Context: an optimization exercise on an open-source flow, tuned for a short achievable clock period and few clock cycles. The choices shown serve that exercise and are no tape-out recipe. RTL that was checked went through simulation tests only; none was proved equivalent to the original. No functional check of the RTL was part of runs 2 and 3. Power figures rest on the tool's default switching activity, not on a simulated workload.

==> flow/design.v <==
`timescale 1ns/1ps
`default_nettype none
module portFifo
#(
	parameter int Depth = 64,
	parameter int Width = 16
)
(
	input  logic             CLK,
	input  logic             RESET_N,
	input  logic             clear,
	input  logic             push,
	input  logic [Width-1:0] pushData,
	input  logic             pop,	 
	output logic [Width-1:0] head,
	output logic             empty,
	output logic             full
);
	logic [Width-1:0] mem [Depth];
	logic [Depth:0]   tail;	 
	assign head  = mem[0];
	assign empty = tail[0];
	assign full  = tail[Depth];
	always_ff @(posedge CLK or negedge RESET_N)
	begin
		if (!RESET_N)
			tail <= {{Depth{1'b0}}, 1'b1};
		else if (clear)
			tail <= {{Depth{1'b0}}, 1'b1};
		else if (push && !pop)
			tail <= {tail[Depth-1:0], 1'b0};
		else if (pop && !push)
			tail <= {1'b0, tail[Depth:1]};
	end
	always_ff @(posedge CLK)
	begin
		for (int i = 0; i < Depth; i++)
		begin
			if (pop)
			begin
				if (push && tail[i+1])
					mem[i] <= pushData;
				else if (i < Depth - 1)
					mem[i] <= mem[(i < Depth - 1) ? i + 1 : i];
			end
			else if (push && tail[i])
				mem[i] <= pushData;
		end
	end
endmodule
`default_nettype wire
`timescale 1ns/1ps
`default_nettype none
module writeChannel
(
	input  logic        CLK,
	input  logic        RESET_N,
	input  logic [51:0] cfg,	 
	input  logic        clear,	 
	input  logic [16:0] userBeat,	 
	output logic        ready,
	input  logic        emit,	 
	output logic [15:0] memData,	 
	input  logic        issued,	 
	output logic        burstReq,
	output logic [21:0] addr
);
	logic [21:0] startAddr;
	logic [21:0] wrapAddr;
	logic [7:0]  burstLen;
	logic        inValid;	 
	logic [15:0] inData;
	logic [6:0]  pending;	 
	logic [6:0]  pendLeft;
	logic        accept;
	logic [6:0]  avail;	 
	logic [6:0]  availNext;
	logic        hasBurst;	 
	logic        started;
	logic [21:0] stepAddr;	 
	logic [21:0] skipAddr;
	logic        wrapNext;
	assign startAddr = cfg[51:30];
	assign wrapAddr  = cfg[29:8];
	assign burstLen  = cfg[7:0];
	assign accept = userBeat[16] && ready;
	always_ff @(posedge CLK)
		inData <= userBeat[15:0];
	portFifo #(.Depth(64), .Width(16)) i_fifo
	(
		.CLK      (CLK),
		.RESET_N  (RESET_N),
		.clear    (clear),
		.push     (inValid),
		.pushData (inData),
		.pop      (emit),
		.head     (memData),
		.empty    (),
		.full     ()
	);
	assign pendLeft  = pending - {6'b0, emit};
	assign availNext = avail + {6'b0, inValid} - (issued ? burstLen[6:0] : 7'd0);
	always_ff @(posedge CLK or negedge RESET_N)
	begin
		if (!RESET_N)
		begin
			inValid  <= 1'b0;
			pending  <= '0;
			ready    <= 1'b1;
			avail    <= '0;
			hasBurst <= 1'b0;
			started  <= 1'b0;
		end
		else if (clear)
		begin
			inValid  <= accept;
			pending  <= {6'b0, accept};
			ready    <= 1'b1;
			avail    <= '0;
			hasBurst <= 1'b0;
			started  <= 1'b1;
		end
		else
		begin
			inValid  <= accept;
			pending  <= accept ? pendLeft + 7'd1 : pendLeft;
			ready    <= accept ? (pendLeft != 7'd63) : (pendLeft != 7'd64);
			avail    <= availNext;
			hasBurst <= (burstLen != '0) && ({1'b0, availNext} >= burstLen);
		end
	end
	assign burstReq = started && hasBurst && !issued;
	always_ff @(posedge CLK)
	begin
		stepAddr <= addr + {14'b0, burstLen};
		skipAddr <= addr + {13'b0, burstLen, 1'b0};
		wrapNext <= skipAddr > wrapAddr;
	end
	always_ff @(posedge CLK or negedge RESET_N)
	begin
		if (!RESET_N)
			addr <= '0;
		else if (clear)
			addr <= startAddr;
		else if (issued)
			addr <= wrapNext ? startAddr : stepAddr;
	end
endmodule
`default_nettype wire
`timescale 1ns/1ps
`default_nettype none
module readChannel
#(
	parameter int Depth = 32	 
)
(
	input  logic        CLK,
	input  logic        RESET_N,
	input  logic [51:0] cfg,	 
	input  logic        clear,	 
	input  logic        push,	 
	input  logic [15:0] pushData,
	input  logic        pop,	 
	output logic [16:0] userBeat,
	input  logic        issued,	 
	output logic        burstReq,
	output logic [21:0] addr
);
	logic [21:0] startAddr;
	logic [21:0] wrapAddr;
	logic [7:0]  burstLen;
	logic        fifoEmpty;
	logic        doPop;
	logic [15:0] head;
	logic [7:0]  reserved;	 
	logic [7:0]  resIssued;
	logic        roomNext;
	logic        wantBurst;	 
	logic        firstReq;	 
	logic        started;
	logic [21:0] stepAddr;	 
	logic [21:0] skipAddr;
	logic        wrapNext;
	assign startAddr = cfg[51:30];
	assign wrapAddr  = cfg[29:8];
	assign burstLen  = cfg[7:0];
	assign doPop = pop && (!fifoEmpty || push);
	portFifo #(.Depth(Depth), .Width(16)) i_fifo
	(
		.CLK      (CLK),
		.RESET_N  (RESET_N),
		.clear    (clear),
		.push     (push),
		.pushData (pushData),
		.pop      (doPop),
		.head     (head),
		.empty    (fifoEmpty),
		.full     ()
	);
	always_ff @(posedge CLK)
		userBeat[15:0] <= fifoEmpty ? pushData : head;	 
	assign resIssued = reserved + (issued ? burstLen : 8'd0);
	assign roomNext  = ({1'b0, resIssued} + {1'b0, burstLen} <= 9'(Depth));
	always_ff @(posedge CLK or negedge RESET_N)
	begin
		if (!RESET_N)
		begin
			userBeat[16] <= 1'b0;
			reserved     <= '0;
			wantBurst    <= 1'b0;
			firstReq     <= 1'b0;
			started      <= 1'b0;
		end
		else if (clear)
		begin
			userBeat[16] <= 1'b0;
			reserved     <= '0;
			wantBurst    <= (burstLen != '0);
			firstReq     <= 1'b1;
			started      <= 1'b1;
		end
		else
		begin
			userBeat[16] <= doPop;
			reserved     <= doPop ? resIssued - 8'd1 : resIssued;
			wantBurst    <= (burstLen != '0) && roomNext && (pop || (firstReq && !issued));
			if (issued)
				firstReq <= 1'b0;
		end
	end
	assign burstReq = started && wantBurst && !issued;
	always_ff @(posedge CLK)
	begin
		stepAddr <= addr + {14'b0, burstLen};
		skipAddr <= addr + {13'b0, burstLen, 1'b0};
		wrapNext <= skipAddr > wrapAddr;
	end
	always_ff @(posedge CLK or negedge RESET_N)
	begin
		if (!RESET_N)
			addr <= '0;
		else if (clear)
			addr <= startAddr;
		else if (issued)
			addr <= wrapNext ? startAddr : stepAddr;
	end
endmodule
`default_nettype wire
`timescale 1ns/1ps
`default_nettype none
module burstArbiter
#(
	parameter int Policy = 0	 
)
(
	input  logic         CLK,
	input  logic         RESET_N,
	input  logic [3:0]   req,	 
	input  logic [87:0]  addr,	 
	input  logic [31:0]  len,	 
	input  logic         issue,	 
	input  logic         cmdValid,	 
	input  logic [1:0]   cmdStream,
	output logic         nxtValid,
	output logic [1:0]   nxtStream,
	output logic [29:0]  nxtCmd	 
);
	logic [1:0]  lastStream;
	logic        pickValid;
	logic [1:0]  pick;
	logic [1:0]  idx;
	always_comb
	begin
		pickValid = |req;
		pick      = '0;
		if (Policy == 0)
		begin
			for (int k = 4; k >= 1; k--)
			begin
				idx = lastStream + 2'(k);
				if (req[idx])
					pick = idx;
			end
		end
		else if (Policy == 1)
		begin
			for (int k = 3; k >= 0; k--)
				if (req[k])
					pick = 2'(k);
		end
		else
		begin
			for (int k = 0; k < 4; k++)
				if (req[k])
					pick = 2'(k);
		end
	end
	always_ff @(posedge CLK or negedge RESET_N)
	begin
		if (!RESET_N)
		begin
			nxtValid   <= 1'b0;
			lastStream <= '0;
		end
		else
		begin
			nxtValid <= pickValid && !issue;
			if (cmdValid)
				lastStream <= cmdStream;
		end
	end
	always_ff @(posedge CLK)
	begin
		nxtStream <= pick;
		nxtCmd    <= {addr[22*pick +: 22], len[8*pick +: 8]};
	end
endmodule
`default_nettype wire
`timescale 1ns/1ps
`default_nettype none
module burstSequencer
(
	input  logic        CLK,
	input  logic        RESET_N,
	input  logic        nxtValid,
	input  logic [1:0]  nxtStream,	 
	input  logic [29:0] nxtCmd,	 
	output logic        issue,
	output logic [31:0] memCmd,	 
	output logic [1:0]  cmdStream,
	input  logic [31:0] wrData,	 
	output logic [1:0]  emit,	 
	output logic [16:0] memWrBeat,	 
	input  logic [16:0] memRdBeat,
	output logic [1:0]  rdPush,	 
	output logic [15:0] rdData
);
	logic [5:0] beatsLeft;	 
	logic       busRead;
	logic       busPort;
	logic       freeNow;	 
	logic       freeOnBeat;	 
	logic       wrBeatNow;
	logic       rdValid;
	logic       rdPort;
	assign freeNow    = (beatsLeft == 6'd0) || (beatsLeft == 6'd1 && !busRead);
	assign freeOnBeat = (beatsLeft == 6'd1) && busRead;
	assign issue      = nxtValid && (freeNow || (freeOnBeat && memRdBeat[16]));
	assign wrBeatNow  = !busRead && (beatsLeft != 6'd0);
	always_comb
	begin
		for (int i = 0; i < 2; i++)
		begin
			emit[i]   = wrBeatNow && (busPort == i[0]);
			rdPush[i] = rdValid && (rdPort == i[0]);
		end
	end
	always_ff @(posedge CLK or negedge RESET_N)
	begin
		if (!RESET_N)
		begin
			memCmd[31]    <= 1'b0;
			memWrBeat[16] <= 1'b0;
			beatsLeft     <= '0;
			busRead       <= 1'b0;
			busPort       <= 1'b0;
			rdValid       <= 1'b0;
		end
		else
		begin
			memCmd[31]    <= issue;
			memWrBeat[16] <= wrBeatNow;
			rdValid       <= memRdBeat[16];
			if (issue)
			begin
				beatsLeft <= nxtCmd[5:0];
				busRead   <= nxtStream[1];
				busPort   <= nxtStream[0];
			end
			else if (busRead)
				beatsLeft <= beatsLeft - {5'b0, memRdBeat[16] && (beatsLeft != 6'd0)};
			else if (beatsLeft != 6'd0)
				beatsLeft <= beatsLeft - 6'd1;
		end
	end
	always_ff @(posedge CLK)
	begin
		memCmd[30:0]    <= {!nxtStream[1], nxtCmd};	 
		cmdStream       <= nxtStream;
		memWrBeat[15:0] <= busPort ? wrData[31:16] : wrData[15:0];
		rdData          <= memRdBeat[15:0];
		rdPort          <= busPort;
	end
endmodule
`default_nettype wire
`timescale 1ns/1ps
`default_nettype none
module multiPortSdramCtrl
(
	input  logic         CLK,
	input  logic         RESET_N,
	input  logic [33:0]  wrBeat,
	input  logic [103:0] wrCfg,
	input  logic [1:0]   wrClear,
	output logic [1:0]   wrReady,
	input  logic [103:0] rdCfg,
	input  logic [1:0]   rdClear,
	input  logic [1:0]   rdPop,
	output logic [33:0]  rdBeat,
	output logic [31:0]  memCmd,
	output logic [16:0]  memWrBeat,
	input  logic [16:0]  memRdBeat
);
	logic [103:0] wrCfgReg;	 
	logic [103:0] rdCfgReg;
	logic [1:0]   wrClearReg;
	logic [1:0]   rdClearReg;
	logic [3:0]   req;
	logic [87:0]  addr;
	logic [31:0]  len;
	logic [31:0]  wrMemData;
	logic [1:0]   emit;
	logic [1:0]   rdPush;
	logic [15:0]  rdData;
	logic         issue;
	logic [1:0]   cmdStream;
	logic         nxtValid;
	logic [1:0]   nxtStream;
	logic [29:0]  nxtCmd;
	logic [3:0]   issued;
	always_ff @(posedge CLK)
	begin
		wrCfgReg <= wrCfg;
		rdCfgReg <= rdCfg;
	end
	always_ff @(posedge CLK or negedge RESET_N)
	begin
		if (!RESET_N)
		begin
			wrClearReg <= '0;
			rdClearReg <= '0;
		end
		else
		begin
			wrClearReg <= wrClear;
			rdClearReg <= rdClear;
		end
	end
	always_comb
	begin
		for (int s = 0; s < 4; s++)
			issued[s] = memCmd[31] && (cmdStream == 2'(s));
		for (int i = 0; i < 2; i++)
		begin
			len[8*i +: 8]     = wrCfgReg[52*i +: 8];
			len[8*(i+2) +: 8] = rdCfgReg[52*i +: 8];
		end
	end
	for (genvar i = 0; i < 2; i++)
	begin : genWrite
		writeChannel i_wrChannel
		(
			.CLK      (CLK),
			.RESET_N  (RESET_N),
			.cfg      (wrCfgReg[52*i +: 52]),
			.clear    (wrClearReg[i]),
			.userBeat (wrBeat[17*i +: 17]),
			.ready    (wrReady[i]),
			.emit     (emit[i]),
			.memData  (wrMemData[16*i +: 16]),
			.issued   (issued[i]),
			.burstReq (req[i]),
			.addr     (addr[22*i +: 22])
		);
	end
	for (genvar i = 0; i < 2; i++)
	begin : genRead
		readChannel i_rdChannel
		(
			.CLK      (CLK),
			.RESET_N  (RESET_N),
			.cfg      (rdCfgReg[52*i +: 52]),
			.clear    (rdClearReg[i]),
			.push     (rdPush[i]),
			.pushData (rdData),
			.pop      (rdPop[i]),
			.userBeat (rdBeat[17*i +: 17]),
			.issued   (issued[i+2]),
			.burstReq (req[i+2]),
			.addr     (addr[22*(i+2) +: 22])
		);
	end
	burstArbiter i_arbiter
	(
		.CLK       (CLK),
		.RESET_N   (RESET_N),
		.req       (req),
		.addr      (addr),
		.len       (len),
		.issue     (issue),
		.cmdValid  (memCmd[31]),
		.cmdStream (cmdStream),
		.nxtValid  (nxtValid),
		.nxtStream (nxtStream),
		.nxtCmd    (nxtCmd)
	);
	burstSequencer i_sequencer
	(
		.CLK       (CLK),
		.RESET_N   (RESET_N),
		.nxtValid  (nxtValid),
		.nxtStream (nxtStream),
		.nxtCmd    (nxtCmd),
		.issue     (issue),
		.memCmd    (memCmd),
		.cmdStream (cmdStream),
		.wrData    (wrMemData),
		.emit      (emit),
		.memWrBeat (memWrBeat),
		.memRdBeat (memRdBeat),
		.rdPush    (rdPush),
		.rdData    (rdData)
	);
endmodule
`default_nettype wire
==> flow/run.sh <==
#!/bin/bash
# synth_recipe.tcl (not shown) runs the flow's synth.tcl, then flattens the netlist and writes it again
# the make line also repeats each setting of config.mk as NAME=value (left out here)
make -C /OpenROAD-flow-scripts/flow DESIGN_CONFIG=/design/flow/config.mk WORK_HOME=/design/flow/orfs CLKGATE_MAP_FILE= SYNTH_SCRIPT=/design/flow/synth_recipe.tcl finish
==> flow/config.mk <==
export PLATFORM = sky130hd
export DESIGN_NAME = multiPortSdramCtrl
export DESIGN_NICKNAME = multiPortSdramCtrl
export VERILOG_FILES = /design/flow/design.v
export SDC_FILE = /design/flow/constraint.sdc
export NUM_CORES = 4
export LEC_CHECK = 0
export CAP_MARGIN = 20
export CORE_MARGIN = 2
export CORE_UTILIZATION = 40
export SLEW_MARGIN = 20
==> flow/constraint.sdc <==
create_clock -name core_clock -period 10.0 [get_ports {CLK}]
set_input_delay 2.0000 -clock core_clock [delete_from_list [all_inputs] [get_ports {CLK}]]
set_output_delay 2.0000 -clock core_clock [all_outputs]
set_load 0.01 [all_outputs]
==> report_table.html, run 1 <==
<table>
<tr><th>Metric</th><th>Value</th></tr>
<tr><th colspan="2">Status</th></tr>
<tr><td>Outcome</td><td>no timing/DRC/antenna violations</td></tr>
<tr><th colspan="2">Synthesis</th></tr>
<tr><td>Register area share after synthesis</td><td>54.3%</td></tr>
<tr><td>Number of synthesized register bits</td><td>~4000</td></tr>
<tr><td>Leading post-synthesis cells by instance count</td><td>sky130_fd_sc_hd__nor2_1, sky130_fd_sc_hd__dfxtp_1, sky130_fd_sc_hd__o22ai_1</td></tr>
<tr><td>Synthesized Nets</td><td>between 15000 and 20000</td></tr>
<tr><td>Distinct cell type count of the synthesized netlist</td><td>74</td></tr>
<tr><td>Primary FF master, synth</td><td>sky130_fd_sc_hd__dfxtp_1</td></tr>
<tr><td>Mean Syn Cell Area</td><td>8.69 um2</td></tr>
<tr><td>Count of mapped cells out of synthesis</td><td>17600</td></tr>
<tr><td>Proportion of register bits with asynchronous set or reset after synthesis</td><td>9.09%</td></tr>
<tr><td>Top cell type by total area after synthesis</td><td>sky130_fd_sc_hd__dfxtp_1</td></tr>
<tr><td>Number of synthesized flops with an enable pin</td><td>128</td></tr>
<tr><td>Count leader, synth</td><td>sky130_fd_sc_hd__nor2_1</td></tr>
<tr><td>Post-synth top area share</td><td>45.8%</td></tr>
<tr><td>Dominant cells by area after synthesis</td><td>sky130_fd_sc_hd__dfxtp_1, sky130_fd_sc_hd__nor2_1, sky130_fd_sc_hd__o22ai_1</td></tr>
<tr><td>Cell area after technology mapping</td><td>about 150000 um2</td></tr>
<tr><td>Number of warnings reported in the yosys synthesis log</td><td>9</td></tr>
<tr><th colspan="2">Worst setup path</th></tr>
<tr><td>Crit path max fanout</td><td>47</td></tr>
<tr><td>Type of the worst setup path</td><td>reg2reg</td></tr>
<tr><td>CP startpoint kind</td><td>flip-flop</td></tr>
<tr><td>Crit path capture type</td><td>flip-flop</td></tr>
<tr><td>Arrival time of data at the critical path endpoint</td><td>a little over 5000 ps</td></tr>
<tr><td>Req. time, crit path</td><td>10830 ps</td></tr>
<tr><th colspan="2">Floorplan</th></tr>
<tr><td>Die boundary width</td><td>622 um</td></tr>
<tr><td>Die area</td><td>386000 um2</td></tr>
<tr><td>Core region area</td><td>between 300000 and 400000 um2</td></tr>
<tr><td>Die Y-Extent</td><td>622 um</td></tr>
<tr><td>IO Count</td><td>352</td></tr>
<tr><td>Std cell rows</td><td>226</td></tr>
<tr><td>Effective utilization at floorplan</td><td>40.2%</td></tr>
<tr><th colspan="2">Cells and area</th></tr>
<tr><td>Share of cells above drive strength 1</td><td>7.45%</td></tr>
<tr><td>Number of filler cells placed in the layout</td><td>36500</td></tr>
<tr><td>FF+latch area</td><td>approximately 83000 um2</td></tr>
<tr><td>Synthesis-to-finish area growth</td><td>12.3%</td></tr>
<tr><td>Net count reported at finish</td><td>~18000</td></tr>
<tr><td>Area of the multi-input gates</td><td>63200 um2</td></tr>
<tr><th colspan="2">Timing</th></tr>
<tr><td>Hold violation count in the final report</td><td>0</td></tr>
<tr><td>F_max</td><td>0.229 GHz</td></tr>
<tr><td>Setup TNS</td><td>0 ps</td></tr>
<tr><td>Final number of max-transition violations</td><td>0</td></tr>
<tr><td>Relative slew slack</td><td>21.9%</td></tr>
<tr><td>Post-route clock skew</td><td>57.0 ps</td></tr>
<tr><td>RSZ-0062 raised after global routing</td><td>false</td></tr>
<tr><td>Final number of setup-violating endpoints</td><td>0</td></tr>
<tr><td>Share of the clock period used by the worst path</td><td>a little over two fifths</td></tr>
<tr><td>Clock period minus final worst setup slack</td><td>4360 ps</td></tr>
<tr><td>Actual slew at the worst max-slew pin</td><td>1170 ps</td></tr>
<tr><th colspan="2">Global routing</th></tr>
<tr><td>Largest net degree at the start of global routing</td><td>approximately 110</td></tr>
<tr><td>Overflow after GRT</td><td>0</td></tr>
<tr><td>GRT Overall Usage</td><td>around a fifth</td></tr>
<tr><td>First-pass GRT wire length</td><td>652 mm</td></tr>
<tr><td>Number of antenna violations at the first check in global routing</td><td>16</td></tr>
<tr><td>Number of global-route vias before repair</td><td>115000</td></tr>
<tr><th colspan="2">Power</th></tr>
<tr><td>Internal power contribution</td><td>between 30 and 40 mW</td></tr>
<tr><td>Relative contribution of sequential cells to total power</td><td>46.2%</td></tr>
<tr><td>Clock power frac</td><td>between 20% and 30%</td></tr>
<tr><td>Maximum ir drop on the vdd rail</td><td>0.000163 V</td></tr>
<tr><td>P_sw</td><td>about 18 mW</td></tr>
<tr><td>Total chip power</td><td>54.2 mW</td></tr>
<tr><td>Part of the power in combinational logic</td><td>24.5%</td></tr>
<tr><td>Net switching fraction of the power</td><td>33.8%</td></tr>
<tr><td>Power Density</td><td>316 nW/um2</td></tr>
<tr><td>Static Leakage</td><td>about 67 nW</td></tr>
<tr><th colspan="2">Detailed routing</th></tr>
<tr><td>DRT Pass-1 Iters</td><td>5</td></tr>
<tr><td>Routed wire length</td><td>411 mm</td></tr>
<tr><td>Via total after detailed routing</td><td>119000</td></tr>
<tr><td>DRC marker count from the first detailed-route iteration</td><td>around 8000</td></tr>
<tr><td>Count of nets left with antenna violations after detail routing</td><td>0</td></tr>
<tr><td>Via count normalized by instance count</td><td>5.30</td></tr>
<tr><td>DRC viols</td><td>0</td></tr>
<tr><td>Routed wirelength normalized by instance count</td><td>18.2 um</td></tr>
<tr><th colspan="2">Clock tree</th></tr>
<tr><td>Largest buffer count on any clock path</td><td>4</td></tr>
<tr><td>Clk sinks</td><td>3984</td></tr>
<tr><td>Clock input transition at the sequential cells of the worst setup and hold paths</td><td>60 ps</td></tr>
<tr><td>Cts bufs inserted</td><td>418</td></tr>
<tr><td>CTS hold repair buffers</td><td>0</td></tr>
<tr><td>H-tree levels</td><td>5</td></tr>
<tr><td># resized after CTS</td><td>0</td></tr>
<tr><td>Root Buffer Master</td><td>sky130_fd_sc_hd__clkbuf_16</td></tr>
<tr><td>Worst-Skew Late Latency</td><td>970 ps</td></tr>
<tr><td>CTS tree</td><td>yes</td></tr>
<tr><td>Buffers inserted during post-CTS setup optimization</td><td>0</td></tr>
<tr><th colspan="2">Placed design</th></tr>
<tr><td>Final weighted congestion in routability-driven placement</td><td>0.810</td></tr>
<tr><td>Number of buffers added on ports</td><td>351</td></tr>
<tr><td>Placed wire-length estimate after detailed placement</td><td>261 mm</td></tr>
<tr><th colspan="2">Run</th></tr>
<tr><td>Max-cap check violation count</td><td>0</td></tr>
<tr><th colspan="2">Worst hold path</th></tr>
<tr><td>Hold/Removal Path Class</td><td>reg2reg</td></tr>
</table>
-- area by class of cell --
cell class / instances / share of cell area (%)
sequential: 3984 / 48.5
multi-input combinational: 12100 / 36.9
clock buffer: 619 / 7.23
tap: 5016 / 3.66
timing repair buffer: 415 / 2.33
clock inverter: 153 / 1.00
inverter: 187 / 0.412
antenna: 13 / 0.0190
-- cells in the final DEF, fill, tap and decap left out, drive strengths merged, types with 24 or more instances in the layout --
cell / instances
a21o: 57
a21oi: 324
and2: 24
buf: 67
bufinv: 26
clkbuf: 619
clkdlybuf4s50: 348
clkinv: 94
dfrtp: 356
dfxtp: 3494
edfxtp: 128
ha: 235
inv: 208
mux2: 237
mux2i: 283
nand2: 882
nand2b: 139
nand3: 47
nand4: 33
nor2: 6110
nor2b: 37
nor3: 48
o21ai: 94
o22ai: 2946
o31ai: 62
or2: 139
xnor2: 148
xor2: 66
-- registers in the layout (all words and copies together) (netlist names), 17 cells and up --
register and cells:
genWrite.i_wrChannel.i_fifo.mem 2048, genRead.i_rdChannel.userBeat 34, genWrite.i_wrChannel.skipAddr 44, genWrite.i_wrChannel.addr 44, genRead.i_rdChannel.i_fifo.mem 1024, genRead.i_rdChannel.skipAddr 44
genRead.i_rdChannel.stepAddr 44, genRead.i_rdChannel.addr 44, i_sequencer.memWrBeat 17, i_arbiter.nxtCmd 30, rdCfgReg 104, genWrite.i_wrChannel.inData 32
i_sequencer.memCmd 32, wrCfgReg 104, genWrite.i_wrChannel.i_fifo.tail 130, genRead.i_rdChannel.i_fifo.tail 66, genWrite.i_wrChannel.stepAddr 44
-- stage by stage --
| step | hold slack (ps) | cell area, um2 | utilization (%) | std cells | setup slack (ps) |
|---|---|---|---|---|---|
| 4_1_cts | 326 | 171000 | 45.2 | 22500 | 5580 |
| 3_3_place_gp | 313 | 157000 | 41.4 | 21700 | 5330 |
| 3_5_place_dp | 312 | 157000 | 41.4 | 21700 | 5330 |
| 2_1_floorplan | 310 | 153000 | - | 17600 | 6320 |
| 5_1_grt | 330 | 171000 | 45.2 | 22500 | 5300 |
| 6_report | 326 | 171000 | 45.2 | 22500 | 5640 |
-- worst max-delay path: stages (launching register included) --
cell and delay [ps]:
sky130_fd_sc_hd__dfrtp_1 420, sky130_fd_sc_hd__inv_1 110, sky130_fd_sc_hd__ha_1 240, sky130_fd_sc_hd__a21oi_2 670, sky130_fd_sc_hd__nand2b_4 480, sky130_fd_sc_hd__inv_4 420, sky130_fd_sc_hd__buf_4 770, sky130_fd_sc_hd__nand2_1 630
sky130_fd_sc_hd__o22ai_1 380, sky130_fd_sc_hd__nor2_1 60
-- metal layers --
| metal | vias up | wire length (um) | track usage (%) |
|---|---|---|---|
| met5 | - | 38 | 0 |
| met4 | 6 | 10500 | 5.51 |
| met3 | 606 | 15800 | 2.27 |
| met2 | 2194 | 197000 | 35.2 |
| met1 | 57000 | 187000 | 27.1 |
| li1 | 59500 | - | - |
-- power groups by stage --
stage	registers, mW	logic (mW)	clock network [mW]
final	25.1	13.3	15.8
after global routing	25.6	15.0	16.8
after CTS	25.1	13.3	16.2
after global placement	25.3	12.9	0
after floorplan	23.6	11.0	0
after detailed placement	25.3	13.3	0
-- final timing paths --
path	cells past startpoint	startpoint	slack, ps	to
setup reg to reg	9	i_sequencer.beatsLeft[0]	5640	genWrite[0].i_wrChannel.i_fifo.mem[6][4]
hold / removal	0	i_arbiter.nxtCmd[29]	330	i_sequencer.memCmd[29]
min in group asynchronous	1	RESET_N	970	genWrite[0].i_wrChannel.addr[19]
max in group asynchronous	3	RESET_N	6990	genWrite[0].i_wrChannel.inValid
setup / recovery	9	i_sequencer.beatsLeft[0]	5640	genWrite[0].i_wrChannel.i_fifo.mem[6][4]
hold reg to reg	0	i_arbiter.nxtCmd[29]	330	i_sequencer.memCmd[29]
-- cell families after synthesis --
kind of cell             synth area share [%]
XOR/XNOR                                 1.23
adder cells (fa/ha/maj)                  2.11
AND/OR/NAND/NOR                          19.7
multiplexers                             3.61
AO/OA/AOI/OAI                            14.7
buffers and inverters                    4.35
flip-flops                               54.3
Testbench counts, summed over its fixed seeds: cycles 22,574.
==> run 2, diff against run 1 <==
--- a/flow/design.v
+++ b/flow/design.v
@@ -13,13 +13,17 @@
 	input  logic [Width-1:0] pushData,
 	input  logic             pop,	 
 	output logic [Width-1:0] head,
+	output logic [Width-1:0] second,	 
 	output logic             empty,
+	output logic             one,	 
 	output logic             full
 );
 	logic [Width-1:0] mem [Depth];
 	logic [Depth:0]   tail;	 
-	assign head  = mem[0];
-	assign empty = tail[0];
+	assign head   = mem[0];
+	assign second = mem[1];
+	assign empty  = tail[0];
+	assign one    = tail[1];
 	assign full  = tail[Depth];
 	always_ff @(posedge CLK or negedge RESET_N)
 	begin
@@ -73,6 +77,7 @@
 	logic [6:0]  pending;	 
 	logic [6:0]  pendLeft;
 	logic        accept;
+	logic        full;	 
 	logic [6:0]  avail;	 
 	logic [6:0]  availNext;
 	logic        hasBurst;	 
@@ -83,6 +88,7 @@
 	assign startAddr = cfg[51:30];
 	assign wrapAddr  = cfg[29:8];
 	assign burstLen  = cfg[7:0];
+	assign ready  = !full;
 	assign accept = userBeat[16] && ready;
 	always_ff @(posedge CLK)
 		inData <= userBeat[15:0];
@@ -95,7 +101,9 @@
 		.pushData (inData),
 		.pop      (emit),
 		.head     (memData),
+		.second   (),
 		.empty    (),
+		.one      (),
 		.full     ()
 	);
 	assign pendLeft  = pending - {6'b0, emit};
@@ -106,7 +114,7 @@
 		begin
 			inValid  <= 1'b0;
 			pending  <= '0;
-			ready    <= 1'b1;
+			full     <= 1'b0;
 			avail    <= '0;
 			hasBurst <= 1'b0;
 			started  <= 1'b0;
@@ -115,7 +123,7 @@
 		begin
 			inValid  <= accept;
 			pending  <= {6'b0, accept};
-			ready    <= 1'b1;
+			full     <= 1'b0;
 			avail    <= '0;
 			hasBurst <= 1'b0;
 			started  <= 1'b1;
@@ -124,7 +132,7 @@
 		begin
 			inValid  <= accept;
 			pending  <= accept ? pendLeft + 7'd1 : pendLeft;
-			ready    <= accept ? (pendLeft != 7'd63) : (pendLeft != 7'd64);
+			full     <= accept ? (pendLeft == 7'd63) : (pendLeft == 7'd64);
 			avail    <= availNext;
 			hasBurst <= (burstLen != '0) && ({1'b0, availNext} >= burstLen);
 		end
@@ -151,7 +159,7 @@
 `default_nettype none
 module readChannel
 #(
-	parameter int Depth = 32	 
+	parameter int Room = 32	 
 )
 (
 	input  logic        CLK,
@@ -170,8 +178,12 @@
 	logic [21:0] wrapAddr;
 	logic [7:0]  burstLen;
 	logic        fifoEmpty;
+	logic        fifoOne;
+	logic        popLag;	 
+	logic        haveWord;
 	logic        doPop;
 	logic [15:0] head;
+	logic [15:0] second;
 	logic [7:0]  reserved;	 
 	logic [7:0]  resIssued;
 	logic        roomNext;
@@ -184,28 +196,32 @@
 	assign startAddr = cfg[51:30];
 	assign wrapAddr  = cfg[29:8];
 	assign burstLen  = cfg[7:0];
-	assign doPop = pop && (!fifoEmpty || push);
-	portFifo #(.Depth(Depth), .Width(16)) i_fifo
+	assign haveWord = !(fifoEmpty || (fifoOne && popLag));
+	assign doPop    = pop && (haveWord || push);
+	portFifo #(.Depth(Room + 1), .Width(16)) i_fifo
 	(
 		.CLK      (CLK),
 		.RESET_N  (RESET_N),
 		.clear    (clear),
 		.push     (push),
 		.pushData (pushData),
-		.pop      (doPop),
+		.pop      (popLag),
 		.head     (head),
+		.second   (second),
 		.empty    (fifoEmpty),
+		.one      (fifoOne),
 		.full     ()
 	);
 	always_ff @(posedge CLK)
-		userBeat[15:0] <= fifoEmpty ? pushData : head;	 
+		userBeat[15:0] <= !haveWord ? pushData : (popLag ? second : head);	 
 	assign resIssued = reserved + (issued ? burstLen : 8'd0);
-	assign roomNext  = ({1'b0, resIssued} + {1'b0, burstLen} <= 9'(Depth));
+	assign roomNext  = ({1'b0, resIssued} + {1'b0, burstLen} <= 9'(Room));
 	always_ff @(posedge CLK or negedge RESET_N)
 	begin
 		if (!RESET_N)
 		begin
 			userBeat[16] <= 1'b0;
+			popLag       <= 1'b0;
 			reserved     <= '0;
 			wantBurst    <= 1'b0;
 			firstReq     <= 1'b0;
@@ -214,6 +230,7 @@
 		else if (clear)
 		begin
 			userBeat[16] <= 1'b0;
+			popLag       <= 1'b0;
 			reserved     <= '0;
 			wantBurst    <= (burstLen != '0);
 			firstReq     <= 1'b1;
@@ -222,6 +239,7 @@
 		else
 		begin
 			userBeat[16] <= doPop;
+			popLag       <= doPop;
 			reserved     <= doPop ? resIssued - 8'd1 : resIssued;
 			wantBurst    <= (burstLen != '0) && roomNext && (pop || (firstReq && !issued));
 			if (issued)
==> flow/flow/run.sh (new file) <==
#!/bin/bash
set -euo pipefail
cd "$(dirname "$0")/.."
bash standard.sh SETUP_SLACK_MARGIN=6.9 finish > flow_make.log 2>&1
==> flow/standard.sh (new file) <==
#!/bin/bash
# synth_recipe.tcl (not shown) runs the flow's synth.tcl, then flattens the netlist and writes it again
# the make line also repeats each setting of config.mk as NAME=value (left out here)
make -C /OpenROAD-flow-scripts/flow DESIGN_CONFIG=/design/flow/config.mk WORK_HOME=/design/flow/orfs CLKGATE_MAP_FILE= SYNTH_SCRIPT=/design/flow/synth_recipe.tcl "${@:-finish}"
removed: flow/run.sh
==> report_table.html, run 2 <==
<table>
<tr><th>Metric</th><th>Value</th></tr>
<tr><th colspan="2">Synthesis</th></tr>
<tr><td>Number of warnings reported in the yosys synthesis log</td><td>9</td></tr>
<tr><td>Count of mapped cells out of synthesis</td><td>15800</td></tr>
<tr><td>Mean Syn Cell Area</td><td>9.87 um2</td></tr>
<tr><td>Count leader, synth</td><td>sky130_fd_sc_hd__dfxtp_1</td></tr>
<tr><td>Leading post-synthesis cells by instance count</td><td>sky130_fd_sc_hd__dfxtp_1, sky130_fd_sc_hd__a21oi_1, sky130_fd_sc_hd__o22ai_1</td></tr>
<tr><td>Post-synth top area share</td><td>45.3%</td></tr>
<tr><td>Number of synthesized flops with an enable pin</td><td>128</td></tr>
<tr><td>Register area share after synthesis</td><td>roughly 54%</td></tr>
<tr><td>Synthesized Nets</td><td>16300</td></tr>
<tr><td>Dominant cells by area after synthesis</td><td>sky130_fd_sc_hd__dfxtp_1, sky130_fd_sc_hd__mux2i_1, sky130_fd_sc_hd__a21oi_1</td></tr>
<tr><td>Number of synthesized register bits</td><td>4018</td></tr>
<tr><td>Distinct cell type count of the synthesized netlist</td><td>just over 80</td></tr>
<tr><td>Top cell type by total area after synthesis</td><td>sky130_fd_sc_hd__dfxtp_1</td></tr>
<tr><td>Proportion of register bits with asynchronous set or reset after synthesis</td><td>a little under a tenth</td></tr>
<tr><td>Cell area after technology mapping</td><td>156000 um2</td></tr>
<tr><td>Primary FF master, synth</td><td>sky130_fd_sc_hd__dfxtp_1</td></tr>
<tr><th colspan="2">Timing</th></tr>
<tr><td>Post-route clock skew</td><td>about 89 ps</td></tr>
<tr><td>Final number of max-transition violations</td><td>0</td></tr>
<tr><td>Clock period minus final worst setup slack</td><td>roughly 3600 ps</td></tr>
<tr><td>RSZ-0062 raised after global routing</td><td>true</td></tr>
<tr><td>Hold violation count in the final report</td><td>0</td></tr>
<tr><td>Relative slew slack</td><td>24.9%</td></tr>
<tr><td>Final number of setup-violating endpoints</td><td>0</td></tr>
<tr><td>Share of the clock period used by the worst path</td><td>approximately 36%</td></tr>
<tr><td>Actual slew at the worst max-slew pin</td><td>1130 ps</td></tr>
<tr><td>F_max</td><td>around 0.28 GHz</td></tr>
<tr><td>Setup TNS</td><td>0 ps</td></tr>
<tr><th colspan="2">Placed design</th></tr>
<tr><td>Placed wire-length estimate after detailed placement</td><td>about 250 mm</td></tr>
<tr><td>Final weighted congestion in routability-driven placement</td><td>0.836</td></tr>
<tr><td>Number of buffers added on ports</td><td>351</td></tr>
<tr><td>Cell count after placement</td><td>20100</td></tr>
<tr><th colspan="2">Worst setup path</th></tr>
<tr><td>Critical path capture point</td><td>rdBeat[16]</td></tr>
<tr><td>Slowest Stage Delay on Critical Path</td><td>560 ps</td></tr>
<tr><td>Crit Reg-Reg Startpoint</td><td>i_sequencer.memCmd[31]</td></tr>
<tr><td>Number of logic stages on the critical path including buffering</td><td>1</td></tr>
<tr><td>Crit path capture type</td><td>output port</td></tr>
<tr><td>Type of the worst setup path</td><td>reg2out</td></tr>
<tr><td>CP startpoint kind</td><td>flip-flop</td></tr>
<tr><td>Reg-to-reg critical path endpoint</td><td>genRead[0].i_rdChannel.wantBurst</td></tr>
<tr><td>Reg-to-reg setup timing slack</td><td>6640 ps</td></tr>
<tr><td>Ordered cell list for the critical path</td><td>buf_6</td></tr>
<tr><td>CP max stage cell</td><td>sky130_fd_sc_hd__dfrtp_4</td></tr>
<tr><td>CP startpoint</td><td>genRead[0].i_rdChannel.userBeat[16]</td></tr>
<tr><td>Req. time, crit path</td><td>8000 ps</td></tr>
<tr><td>Crit path max fanout</td><td>2</td></tr>
<tr><td>Family with the most delay on the worst path</td><td>flip-flops</td></tr>
<tr><td>Sum of buffers and inverters on the critical path</td><td>1</td></tr>
<tr><td>Worst R2R Path Depth</td><td>13</td></tr>
<tr><td>Arrival time of data at the critical path endpoint</td><td>1610 ps</td></tr>
<tr><th colspan="2">Detailed routing</th></tr>
<tr><td>DRT Pass-1 Iters</td><td>5</td></tr>
<tr><td>Routed wirelength normalized by instance count</td><td>approximately 19 um</td></tr>
<tr><td>Via count normalized by instance count</td><td>5.58</td></tr>
<tr><td>DRC marker count from the first detailed-route iteration</td><td>about 8200</td></tr>
<tr><td>DRC viols</td><td>0</td></tr>
<tr><td>Via total after detailed routing</td><td>117000</td></tr>
<tr><td>Routed wire length</td><td>402 mm</td></tr>
<tr><td>Count of nets left with antenna violations after detail routing</td><td>0</td></tr>
<tr><th colspan="2">Cells and area</th></tr>
<tr><td>Registers with the most flip-flops</td><td>genWrite.i_wrChannel.i_fifo.mem x2048, genRead.i_rdChannel.i_fifo.mem x1056, genWrite.i_wrChannel.i_fifo.tail x130</td></tr>
<tr><td>Commonest non-fill, non-tap cell in the layout</td><td>sky130_fd_sc_hd__dfxtp_1</td></tr>
<tr><td>Final cell count without fillers</td><td>21000</td></tr>
<tr><td>Synthesis-to-finish area growth</td><td>13.7%</td></tr>
<tr><td>FF+latch area</td><td>83800 um2</td></tr>
<tr><td>Largest register by flop count</td><td>genWrite.i_wrChannel.i_fifo.mem</td></tr>
<tr><td>Net count reported at finish</td><td>15900</td></tr>
<tr><td>Most frequent cells in the layout</td><td>sky130_fd_sc_hd__dfxtp_1, sky130_fd_sc_hd__a21oi_1, sky130_fd_sc_hd__o22ai_1</td></tr>
<tr><td>Area of the multi-input gates</td><td>65900 um2</td></tr>
<tr><td>Max reg flops</td><td>just over 2000</td></tr>
<tr><td>Number of filler cells placed in the layout</td><td>~36000</td></tr>
<tr><td>Share of cells above drive strength 1</td><td>11.8%</td></tr>
<tr><th colspan="2">Global routing</th></tr>
<tr><td>Number of global-route vias before repair</td><td>113000</td></tr>
<tr><td>Number of antenna violations at the first check in global routing</td><td>16</td></tr>
<tr><td>GRT Overall Usage</td><td>19.4%</td></tr>
<tr><td>First-pass GRT wire length</td><td>approximately 640 mm</td></tr>
<tr><td>Largest net degree at the start of global routing</td><td>213</td></tr>
<tr><td>Overflow after GRT</td><td>0</td></tr>
<tr><th colspan="2">Floorplan</th></tr>
<tr><td>Core region area</td><td>388000 um2</td></tr>
<tr><td>Die boundary width</td><td>approximately 630 um</td></tr>
<tr><td>Die Y-Extent</td><td>628 um</td></tr>
<tr><td>Std cell rows</td><td>229</td></tr>
<tr><td>IO Count</td><td>352</td></tr>
<tr><td>Die area</td><td>394000 um2</td></tr>
<tr><td>Effective utilization at floorplan</td><td>40.1%</td></tr>
<tr><th colspan="2">Clock tree</th></tr>
<tr><td>Clk sinks</td><td>4018</td></tr>
<tr><td>Largest buffer count on any clock path</td><td>4</td></tr>
<tr><td>Cts bufs inserted</td><td>423</td></tr>
<tr><td>Worst-Skew Late Latency</td><td>970 ps</td></tr>
<tr><td>Root Buffer Master</td><td>sky130_fd_sc_hd__clkbuf_16</td></tr>
<tr><td>H-tree levels</td><td>5</td></tr>
<tr><td>CTS tree</td><td>yes</td></tr>
<tr><td>Clock input transition at the sequential cells of the worst setup and hold paths</td><td>60 ps</td></tr>
<tr><th colspan="2">Status</th></tr>
<tr><td>Outcome</td><td>no timing/DRC/antenna violations</td></tr>
<tr><th colspan="2">Run</th></tr>
<tr><td>Max-cap check violation count</td><td>0</td></tr>
<tr><th colspan="2">Worst hold path</th></tr>
<tr><td>Hold/Removal Path Class</td><td>reg2reg</td></tr>
<tr><th colspan="2">Power</th></tr>
<tr><td>Maximum ir drop on the vdd rail</td><td>0.000204 V</td></tr>
<tr><td>Power Density</td><td>334 nW/um2</td></tr>
<tr><td>Static Leakage</td><td>~67 nW</td></tr>
</table>
## run 2: changes by cell type after synthesis, moves of 73 or more
cell	before	now
sky130_fd_sc_hd__a21oi_1	321	2575
sky130_fd_sc_hd__mux2_2	227	114
sky130_fd_sc_hd__or2_2	138	16
sky130_fd_sc_hd__nor2_1	6110	775
sky130_fd_sc_hd__nand2_1	760	608
sky130_fd_sc_hd__a21oi_2	2	151
sky130_fd_sc_hd__mux2i_1	283	1296
sky130_fd_sc_hd__nand2b_1	139	13
sky130_fd_sc_hd__o22ai_1	2946	1988
sky130_fd_sc_hd__and2_1	24	98
sky130_fd_sc_hd__clkbuf_1	794	867
sky130_fd_sc_hd__a211oi_1	21	143
sky130_fd_sc_hd__o21ba_2	0	124
sky130_fd_sc_hd__o21ai_0	89	1033
## run 2: cells by family (layout without fill, tap and decap cells)
logic type | Yosys count | count (layout) | synth area share, %
other | 0 | 12 | 0
buffers and inverters | 1578 | 1580 | 4.56
AND/OR/NAND/NOR | 2085 | 2089 | 6.38
flip-flops | 4018 | 4018 | 53.6
multiplexers | 1413 | 1413 | 9.20
XOR/XNOR | 200 | 200 | 1.12
AO/OA/AOI/OAI | 6239 | 6239 | 23.0
adder cells (fa/ha/maj) | 249 | 249 | 2.07
## run 2: where the power goes
group / switching [mW] / total, mW / leakage (nW) / internal [mW]
combinational: 9.27 / 16.3 / 24.5 / 7.06
clock: 6.68 / 16.1 / 7.13 / 9.38
sequential: 3.77 / 26.6 / 35.5 / 22.9
## run 2: metrics by stage
stage | utilization [%] | hold WS, ps | worst slack (ps) | area, um2 | power, mW
after floorplan | - | 310 | 6620 | 156000 | 38.4
after global placement | 41.5 | 310 | 5770 | 161000 | 42.1
after detailed placement | 41.5 | 312 | 5750 | 161000 | 42.6
after CTS | 45.4 | 320 | 6290 | 176000 | 59.1
after global routing | 45.6 | 319 | 6320 | 177000 | 62.9
final | 45.6 | 317 | 6390 | 177000 | 59.0
## run 2: worst min-delay path by stage
stage / cells after the start / slack [ps] / endpoint / startpoint
after CTS: 0 / 320 / i_sequencer.memCmd[10] / i_arbiter.nxtCmd[10]
after floorplan: 0 / 310 / i_sequencer.memCmd[10] / i_arbiter.nxtCmd[10]
final: 0 / 320 / i_sequencer.memCmd[10] / i_arbiter.nxtCmd[10]
after global placement: 0 / 310 / i_sequencer.memCmd[11] / i_arbiter.nxtCmd[11]
after global routing: 0 / 320 / i_sequencer.memCmd[10] / i_arbiter.nxtCmd[10]
after detailed placement: 0 / 310 / i_sequencer.memCmd[10] / i_arbiter.nxtCmd[10]
## run 2: final cells by class
type                            count  area share [%]
Sequential cell                  4018            47.3
Multi-Input combinational cell  10200            37.2
Clock buffer                      642            7.21
Tap cell                         5197            3.67
Timing Repair Buffer              562            3.06
Clock inverter                    143           0.968
Inverter                          230           0.538
Antenna cell                       12          0.0170
Timing Repair inverter              3          0.0163
## run 2: timing repair
item	4_1_cts	5_1_grt
cloned	7	1
pin swaps	20	24
setup endpoints to repair	2777	1031
resized for setup	532	119
setup buffers	40	24
hold buffers	0	0
## run 2: per-layer routing
metal,GRT usage (%),wire length [um],vias up
li1,-,-,57100
met5,0,0,-
met4,6.02,11800,0
met3,2.32,15600,577
met1,26.8,188000,57200
met2,31.7,186000,2264
==> run 3, diff against run 2 <==
--- a/flow/design.v
+++ b/flow/design.v
@@ -2,7 +2,7 @@
 `default_nettype none
 module portFifo
 #(
-	parameter int Depth = 64,
+	parameter int Depth = 64,	 
 	parameter int Width = 16
 )
 (
@@ -11,46 +11,39 @@
 	input  logic             clear,
 	input  logic             push,
 	input  logic [Width-1:0] pushData,
-	input  logic             pop,	 
-	output logic [Width-1:0] head,
-	output logic [Width-1:0] second,	 
-	output logic             empty,
-	output logic             one,	 
-	output logic             full
+	input  logic             pop,
+	output logic [Width-1:0] head
 );
-	logic [Width-1:0] mem [Depth];
-	logic [Depth:0]   tail;	 
-	assign head   = mem[0];
-	assign second = mem[1];
-	assign empty  = tail[0];
-	assign one    = tail[1];
-	assign full  = tail[Depth];
+	localparam int PtrWidth = $clog2(Depth);
+	logic [Width-1:0]    mem [Depth];
+	logic [PtrWidth-1:0] wrPtr;
+	logic [PtrWidth-1:0] rdPtr;
 	always_ff @(posedge CLK or negedge RESET_N)
 	begin
 		if (!RESET_N)
-			tail <= {{Depth{1'b0}}, 1'b1};
+		begin
+			wrPtr <= '0;
+			rdPtr <= '0;
+		end
 		else if (clear)
-			tail <= {{Depth{1'b0}}, 1'b1};
-		else if (push && !pop)
-			tail <= {tail[Depth-1:0], 1'b0};
-		else if (pop && !push)
-			tail <= {1'b0, tail[Depth:1]};
-	end
-	always_ff @(posedge CLK)
-	begin
-		for (int i = 0; i < Depth; i++)
 		begin
+			wrPtr <= '0;
+			rdPtr <= '0;
+		end
+		else
+		begin
+			if (push)
+				wrPtr <= wrPtr + 1'b1;
 			if (pop)
-			begin
-				if (push && tail[i+1])
-					mem[i] <= pushData;
-				else if (i < Depth - 1)
-					mem[i] <= mem[(i < Depth - 1) ? i + 1 : i];
-			end
-			else if (push && tail[i])
-				mem[i] <= pushData;
+				rdPtr <= rdPtr + 1'b1;
 		end
 	end
+	always_ff @(posedge CLK)
+	begin
+		if (push)
+			mem[wrPtr] <= pushData;
+	end
+	assign head = mem[rdPtr];
 endmodule
 `default_nettype wire
 `timescale 1ns/1ps
@@ -75,20 +68,15 @@
 	logic        inValid;	 
 	logic [15:0] inData;
 	logic [6:0]  pending;	 
-	logic [6:0]  pendLeft;
+	logic [6:0]  pendNext;
 	logic        accept;
-	logic        full;	 
 	logic [6:0]  avail;	 
-	logic [6:0]  availNext;
-	logic        hasBurst;	 
 	logic        started;
-	logic [21:0] stepAddr;	 
-	logic [21:0] skipAddr;
-	logic        wrapNext;
+	logic [21:0] stepAddr;
+	logic [21:0] nextAddr;
 	assign startAddr = cfg[51:30];
 	assign wrapAddr  = cfg[29:8];
 	assign burstLen  = cfg[7:0];
-	assign ready  = !full;
 	assign accept = userBeat[16] && ready;
 	always_ff @(posedge CLK)
 		inData <= userBeat[15:0];
@@ -100,50 +88,38 @@
 		.push     (inValid),
 		.pushData (inData),
 		.pop      (emit),
-		.head     (memData),
-		.second   (),
-		.empty    (),
-		.one      (),
-		.full     ()
+		.head     (memData)
 	);
-	assign pendLeft  = pending - {6'b0, emit};
-	assign availNext = avail + {6'b0, inValid} - (issued ? burstLen[6:0] : 7'd0);
+	assign pendNext = pending - {6'b0, emit} + {6'b0, accept};
 	always_ff @(posedge CLK or negedge RESET_N)
 	begin
 		if (!RESET_N)
 		begin
-			inValid  <= 1'b0;
-			pending  <= '0;
-			full     <= 1'b0;
-			avail    <= '0;
-			hasBurst <= 1'b0;
-			started  <= 1'b0;
+			inValid <= 1'b0;
+			pending <= '0;
+			ready   <= 1'b1;
+			avail   <= '0;
+			started <= 1'b0;
 		end
 		else if (clear)
 		begin
-			inValid  <= accept;
-			pending  <= {6'b0, accept};
-			full     <= 1'b0;
-			avail    <= '0;
-			hasBurst <= 1'b0;
-			started  <= 1'b1;
+			inValid <= accept;
+			pending <= {6'b0, accept};
+			ready   <= 1'b1;
+			avail   <= '0;
+			started <= 1'b1;
 		end
 		else
 		begin
-			inValid  <= accept;
-			pending  <= accept ? pendLeft + 7'd1 : pendLeft;
-			full     <= accept ? (pendLeft == 7'd63) : (pendLeft == 7'd64);
-			avail    <= availNext;
-			hasBurst <= (burstLen != '0) && ({1'b0, availNext} >= burstLen);
+			inValid <= accept;
+			pending <= pendNext;
+			ready   <= (pendNext != 7'd64);
+			avail   <= avail + {6'b0, inValid} - (issued ? burstLen[6:0] : 7'd0);
 		end
 	end
-	assign burstReq = started && hasBurst && !issued;
-	always_ff @(posedge CLK)
-	begin
-		stepAddr <= addr + {14'b0, burstLen};
-		skipAddr <= addr + {13'b0, burstLen, 1'b0};
-		wrapNext <= skipAddr > wrapAddr;
-	end
+	assign burstReq = started && (burstLen != '0) && ({1'b0, avail} >= burstLen) && !issued;
+	assign stepAddr = addr + {14'b0, burstLen};
+	assign nextAddr = (stepAddr + {14'b0, burstLen} > wrapAddr) ? startAddr : stepAddr;
 	always_ff @(posedge CLK or negedge RESET_N)
 	begin
 		if (!RESET_N)
@@ -151,7 +127,7 @@
 		else if (clear)
 			addr <= startAddr;
 		else if (issued)
-			addr <= wrapNext ? startAddr : stepAddr;
+			addr <= nextAddr;
 	end
 endmodule
 `default_nettype wire
@@ -159,7 +135,7 @@
 `default_nettype none
 module readChannel
 #(
-	parameter int Room = 32	 
+	parameter int Room = 64	 
 )
 (
 	input  logic        CLK,
@@ -177,82 +153,68 @@
 	logic [21:0] startAddr;
 	logic [21:0] wrapAddr;
 	logic [7:0]  burstLen;
-	logic        fifoEmpty;
-	logic        fifoOne;
-	logic        popLag;	 
+	logic [6:0]  count;	 
+	logic [7:0]  reserved;	 
 	logic        haveWord;
 	logic        doPop;
 	logic [15:0] head;
-	logic [15:0] second;
-	logic [7:0]  reserved;	 
-	logic [7:0]  resIssued;
-	logic        roomNext;
-	logic        wantBurst;	 
+	logic        popSeen;	 
 	logic        firstReq;	 
 	logic        started;
-	logic [21:0] stepAddr;	 
-	logic [21:0] skipAddr;
-	logic        wrapNext;
+	logic [21:0] stepAddr;
+	logic [21:0] nextAddr;
 	assign startAddr = cfg[51:30];
 	assign wrapAddr  = cfg[29:8];
 	assign burstLen  = cfg[7:0];
-	assign haveWord = !(fifoEmpty || (fifoOne && popLag));
-	assign doPop    = pop && (haveWord || push);
-	portFifo #(.Depth(Room + 1), .Width(16)) i_fifo
+	assign haveWord = (count != '0) || push;
+	assign doPop    = pop && haveWord;
+	portFifo #(.Depth(64), .Width(16)) i_fifo
 	(
 		.CLK      (CLK),
 		.RESET_N  (RESET_N),
 		.clear    (clear),
 		.push     (push),
 		.pushData (pushData),
-		.pop      (popLag),
-		.head     (head),
-		.second   (second),
-		.empty    (fifoEmpty),
-		.one      (fifoOne),
-		.full     ()
+		.pop      (doPop),
+		.head     (head)
 	);
 	always_ff @(posedge CLK)
-		userBeat[15:0] <= !haveWord ? pushData : (popLag ? second : head);	 
-	assign resIssued = reserved + (issued ? burstLen : 8'd0);
-	assign roomNext  = ({1'b0, resIssued} + {1'b0, burstLen} <= 9'(Room));
+		userBeat[15:0] <= (count != '0) ? head : pushData;	 
 	always_ff @(posedge CLK or negedge RESET_N)
 	begin
 		if (!RESET_N)
 		begin
 			userBeat[16] <= 1'b0;
-			popLag       <= 1'b0;
+			count        <= '0;
 			reserved     <= '0;
-			wantBurst    <= 1'b0;
+			popSeen      <= 1'b0;
 			firstReq     <= 1'b0;
 			started      <= 1'b0;
 		end
 		else if (clear)
 		begin
 			userBeat[16] <= 1'b0;
-			popLag       <= 1'b0;
+			count        <= '0;
 			reserved     <= '0;
-			wantBurst    <= (burstLen != '0);
+			popSeen      <= 1'b0;
 			firstReq     <= 1'b1;
 			started      <= 1'b1;
 		end
 		else
 		begin
 			userBeat[16] <= doPop;
-			popLag       <= doPop;
-			reserved     <= doPop ? resIssued - 8'd1 : resIssued;
-			wantBurst    <= (burstLen != '0) && roomNext && (pop || (firstReq && !issued));
+			count        <= count + {6'b0, push} - {6'b0, doPop};
+			reserved     <= reserved + (issued ? burstLen : 8'd0) - {7'b0, doPop};
+			popSeen      <= pop;
 			if (issued)
 				firstReq <= 1'b0;
 		end
 	end
-	assign burstReq = started && wantBurst && !issued;
-	always_ff @(posedge CLK)
-	begin
-		stepAddr <= addr + {14'b0, burstLen};
-		skipAddr <= addr + {13'b0, burstLen, 1'b0};
-		wrapNext <= skipAddr > wrapAddr;
-	end
+	assign burstReq = started && (burstLen != '0) && !issued &&
+	                  ({1'b0, reserved} + {1'b0, burstLen} <= 9'(Room)) &&
+	                  (popSeen || firstReq);
+	assign stepAddr = addr + {14'b0, burstLen};
+	assign nextAddr = (stepAddr + {14'b0, burstLen} > wrapAddr) ? startAddr : stepAddr;
 	always_ff @(posedge CLK or negedge RESET_N)
 	begin
 		if (!RESET_N)
@@ -260,7 +222,7 @@
 		else if (clear)
 			addr <= startAddr;
 		else if (issued)
-			addr <= wrapNext ? startAddr : stepAddr;
+			addr <= nextAddr;
 	end
 endmodule
 `default_nettype wire
==> flow/run.sh (new file) <==
#!/bin/bash
# synth_recipe.tcl (not shown) runs the flow's synth.tcl, then flattens the netlist and writes it again
# the make line also repeats each setting of config.mk as NAME=value (left out here)
make -C /OpenROAD-flow-scripts/flow DESIGN_CONFIG=/design/flow/config.mk WORK_HOME=/design/flow/orfs CLKGATE_MAP_FILE= SYNTH_SCRIPT=/design/flow/synth_recipe.tcl finish
removed: flow/flow/run.sh
removed: flow/standard.sh
==> report_table.html, run 3 <==
<table>
<tr><th>Metric</th><th>Value</th></tr>
<tr><th colspan="2">Status</th></tr>
<tr><td>Outcome</td><td>no timing/DRC/antenna violations</td></tr>
<tr><th colspan="2">Clock tree</th></tr>
<tr><td>Clk sinks</td><td>4692</td></tr>
<tr><td>CTS hold repair buffers</td><td>0</td></tr>
<tr><td>H-tree levels</td><td>5</td></tr>
<tr><td>Root Buffer Master</td><td>sky130_fd_sc_hd__clkbuf_16</td></tr>
<tr><td>CTS tree</td><td>yes</td></tr>
<tr><td>Buffers inserted during post-CTS setup optimization</td><td>0</td></tr>
<tr><td>Worst-Skew Late Latency</td><td>1020 ps</td></tr>
<tr><td># resized after CTS</td><td>0</td></tr>
<tr><td>Cts bufs inserted</td><td>473</td></tr>
<tr><td>Largest buffer count on any clock path</td><td>4</td></tr>
<tr><td>Clock input transition at the sequential cells of the worst setup and hold paths</td><td>60 ps</td></tr>
<tr><th colspan="2">Worst setup path</th></tr>
<tr><td>CP max stage cell</td><td>sky130_fd_sc_hd__o31ai_1</td></tr>
<tr><td>Crit path capture type</td><td>flip-flop</td></tr>
<tr><td>Arrival time of data at the critical path endpoint</td><td>roughly 7500 ps</td></tr>
<tr><td>Dominant cell type by count on the critical path</td><td>sky130_fd_sc_hd__a21oi_1</td></tr>
<tr><td>Crit Reg-Reg Startpoint</td><td>rdCfgReg[52]</td></tr>
<tr><td>Type of the worst setup path</td><td>reg2reg</td></tr>
<tr><td>Crit path max fanout</td><td>33</td></tr>
<tr><td>CP startpoint kind</td><td>flip-flop</td></tr>
<tr><td>CP startpoint</td><td>rdCfgReg[52]</td></tr>
<tr><td>Slowest Stage Delay on Critical Path</td><td>640 ps</td></tr>
<tr><td>Req. time, crit path</td><td>around 11000 ps</td></tr>
<tr><th colspan="2">Cells and area</th></tr>
<tr><td>Synthesis-to-finish area growth</td><td>15.1%</td></tr>
<tr><td>Net count reported at finish</td><td>11300</td></tr>
<tr><td>Share of cells above drive strength 1</td><td>20.8%</td></tr>
<tr><td>Commonest non-fill, non-tap cell in the layout</td><td>sky130_fd_sc_hd__edfxtp_1</td></tr>
<tr><td>Most frequent cells in the layout</td><td>sky130_fd_sc_hd__edfxtp_1, sky130_fd_sc_hd__mux4_2, sky130_fd_sc_hd__clkbuf_16</td></tr>
<tr><td>Fraction of the core area covered by cells at the end of the flow</td><td>46.3%</td></tr>
<tr><td>Registers with the most flip-flops</td><td>genRead.i_rdChannel.i_fifo.mem x2048, genWrite.i_wrChannel.i_fifo.mem x2048</td></tr>
<tr><td>Final instance area</td><td>215000 um2</td></tr>
<tr><th colspan="2">Global routing</th></tr>
<tr><td>Number of antenna violations at the first check in global routing</td><td>40</td></tr>
<tr><td>Overflow after GRT</td><td>0</td></tr>
<tr><td>GRT Overall Usage</td><td>20.3%</td></tr>
<tr><td>Largest net degree at the start of global routing</td><td>140</td></tr>
<tr><td>First-pass GRT wire length</td><td>702 mm</td></tr>
<tr><td>Number of global-route vias before repair</td><td>between 90000 and 100k</td></tr>
<tr><th colspan="2">Timing</th></tr>
<tr><td>Hold violation count in the final report</td><td>0</td></tr>
<tr><td>Actual slew at the worst max-slew pin</td><td>about 1100 ps</td></tr>
<tr><td>Smallest setup slack after layout</td><td>between 3000 and 4000 ps</td></tr>
<tr><td>Final number of setup-violating endpoints</td><td>0</td></tr>
<tr><td>Share of the clock period used by the worst path</td><td>around 65%</td></tr>
<tr><td>Post-route clock skew</td><td>61.1 ps</td></tr>
<tr><td>Setup TNS</td><td>0 ps</td></tr>
<tr><td>RSZ-0062 raised after global routing</td><td>false</td></tr>
<tr><td>Relative slew slack</td><td>24.5%</td></tr>
<tr><td>F_max</td><td>0.153 GHz</td></tr>
<tr><td>Clock period minus final worst setup slack</td><td>6550 ps</td></tr>
<tr><td>Final number of max-transition violations</td><td>0</td></tr>
<tr><th colspan="2">Detailed routing</th></tr>
<tr><td>DRT Pass-1 Iters</td><td>5</td></tr>
<tr><td>Routed wire length</td><td>roughly 490 mm</td></tr>
<tr><td>Via total after detailed routing</td><td>97000</td></tr>
<tr><td>Routed wirelength normalized by instance count</td><td>28.2 um</td></tr>
<tr><td>DRC marker count from the first detailed-route iteration</td><td>9669</td></tr>
<tr><td>DRC viols</td><td>0</td></tr>
<tr><td>Via count normalized by instance count</td><td>5.61</td></tr>
<tr><td>Count of nets left with antenna violations after detail routing</td><td>0</td></tr>
<tr><th colspan="2">Synthesis</th></tr>
<tr><td>Leading post-synthesis cells by instance count</td><td>sky130_fd_sc_hd__edfxtp_1, sky130_fd_sc_hd__mux4_2, sky130_fd_sc_hd__nor2_1</td></tr>
<tr><td>Cell area after technology mapping</td><td>187000 um2</td></tr>
<tr><td>Count leader, synth</td><td>sky130_fd_sc_hd__edfxtp_1</td></tr>
<tr><td>Proportion of register bits with asynchronous set or reset after synthesis</td><td>between 4 and 5%</td></tr>
<tr><td>Number of synthesized flops with an enable pin</td><td>4096</td></tr>
<tr><td>Dominant cells by area after synthesis</td><td>sky130_fd_sc_hd__edfxtp_1, sky130_fd_sc_hd__mux4_2, sky130_fd_sc_hd__dfxtp_1</td></tr>
<tr><td>Mean Syn Cell Area</td><td>between 15 and 20 um2</td></tr>
<tr><td>Distinct cell type count of the synthesized netlist</td><td>84</td></tr>
<tr><td>Count of mapped cells out of synthesis</td><td>10100</td></tr>
<tr><td>Number of synthesized register bits</td><td>about 4700</td></tr>
<tr><td>Register area share after synthesis</td><td>73.0%</td></tr>
<tr><td>Post-synth top area share</td><td>about two thirds</td></tr>
<tr><td>Top cell type by total area after synthesis</td><td>sky130_fd_sc_hd__edfxtp_1</td></tr>
<tr><td>Synthesized Nets</td><td>10600</td></tr>
<tr><td>Number of warnings reported in the yosys synthesis log</td><td>6</td></tr>
<tr><td>Primary FF master, synth</td><td>sky130_fd_sc_hd__edfxtp_1</td></tr>
<tr><th colspan="2">Floorplan</th></tr>
<tr><td>Die boundary width</td><td>687 um</td></tr>
<tr><td>Effective utilization at floorplan</td><td>40.2%</td></tr>
<tr><td>Die Y-Extent</td><td>687 um</td></tr>
<tr><td>Core region area</td><td>~460000 um2</td></tr>
<tr><td>IO Count</td><td>352</td></tr>
<tr><td>Std cell rows</td><td>250</td></tr>
<tr><td>Die area</td><td>472000 um2</td></tr>
<tr><th colspan="2">Placed design</th></tr>
<tr><td>Final weighted congestion in routability-driven placement</td><td>0.867</td></tr>
<tr><td>Cell area after placement</td><td>198000 um2</td></tr>
<tr><td>Post-place setup slack</td><td>3610 ps</td></tr>
<tr><td>Number of buffers added on ports</td><td>351</td></tr>
<tr><td>Placed wire-length estimate after detailed placement</td><td>296 mm</td></tr>
<tr><th colspan="2">Power</th></tr>
<tr><td>Power Density</td><td>248 nW/um2</td></tr>
<tr><td>Static Leakage</td><td>69.3 nW</td></tr>
<tr><td>Maximum ir drop on the vdd rail</td><td>0.000204 V</td></tr>
<tr><td>Total chip power</td><td>around 53 mW</td></tr>
<tr><th colspan="2">Worst hold path</th></tr>
<tr><td>Hold Crit Start</td><td>i_arbiter.nxtCmd[27]</td></tr>
<tr><td>Hold/Removal Path Class</td><td>reg2reg</td></tr>
<tr><th colspan="2">Run</th></tr>
<tr><td>Max-cap check violation count</td><td>0</td></tr>
</table>
-- run 3: layout make-up --
| cell class | count | area [um2] |
|---|---|---|
| Fill cell | 38600 | 249000 |
| Sequential cell | 4692 | 136000 |
| Multi-Input combinational cell | 4596 | 47600 |
| Clock buffer | 610 | 12800 |
| Tap cell | 6174 | 7720 |
| Timing Repair Buffer | 662 | 6040 |
| Clock inverter | 271 | 3160 |
| Inverter | 263 | 987 |
| Antenna cell | 24 | 60.1 |
-- run 3: cells by family after synthesis --
logic type	synth area share [%]
flops	73.0
simple gates	2.99
buf+inv	1.66
fa+ha+maj	2.06
mux	15.0
compound gates	4.28
xor+xnor	1.05
-- run 3: power by group --
group	internal [mW]	switching (mW)
registers	22.0	1.01
logic	5.47	6.60
clock network	10.5	7.62
total	38.0	15.2
-- run 3: routing by layer --
metal | vias to the layer above | wire [um] | share of wire, % | GRT usage, %
li1 | 41600 | - | - | -
met1 | 51400 | 205000 | 42 | 28.1
met2 | 3369 | 239000 | 49 | 34.0
met3 | 729 | 30300 | 6.2 | 2.55
met4 | 10 | 13900 | 2.8 | 5.54
met5 | - | 60 | 0.012 | 0
-- run 3: final timing paths --
kind                       slack, ps  depth (start not counted)                                      end
setup / recovery                3450                         29          genRead[1].i_rdChannel.addr[14]
hold / removal                   320                          0                   i_sequencer.memCmd[27]
setup reg to reg                3450                         29          genRead[1].i_rdChannel.addr[14]
hold reg to reg                  320                          0                   i_sequencer.memCmd[27]
max in group asynchronous       7570                          2  genWrite[0].i_wrChannel.i_fifo.rdPtr[0]
min in group asynchronous        990                          1                            wrClearReg[1]
-- run 3: metrics by stage --
| stage | hold slack, ps | std cells |
|---|---|---|
| floorplan | 310 | 10100 |
| finish | 323 | 17300 |
| global placement | 315 | 16400 |
| CTS | 325 | 17300 |
| global route | 334 | 17300 |
| detailed placement | 312 | 16400 |
-- run 3: critical path, delay by kind of cell (launching register included) --
kind,cells,cell delay [ps]
AO/OA/AOI/OAI,13,2780
AND/OR/NAND/NOR,8,1550
adder cells (fa/ha/maj),4,1060
flip-flops,1,390
buffers and inverters,2,380
XOR/XNOR,2,260

==> separate check: timing with driven ports <==
Ports are ideal in the flow. The routed layouts listed here were re-timed in OpenROAD. Step 1, drivers: a clkbuf_16 drives CLK and a buf_2 each remaining input, both assumed. Step 2 times the ports against the registers' clock, not the clock port: input delays grow and output delays shrink by t, the midpoint of the rising clock arrivals with the driver on. Slacks: ideal / step 1 / step 2; pairs: ideal / step 1.
run | t (ns) | slack for setup (ns) | worst setup path at the end | worst slew at a driven data input, ns | pins driven straight from the clock port
run 1 | 1.048 | 5.638 / 5.619 / 5.340 | input to register | 0.16 | 1
run 2 | 1.050 | 6.395 / 6.275 / 5.841 | input to register | 0.16 | 1
run 3 | 1.110 | 3.454 / 3.454 / 3.454 | register to register | 0.18 | 1
After both steps every run listed still meets setup and hold. For run 2, which loses most, drivers alone change the setup slack by -0.120 ns; drivers and shift together by -0.554 ns.
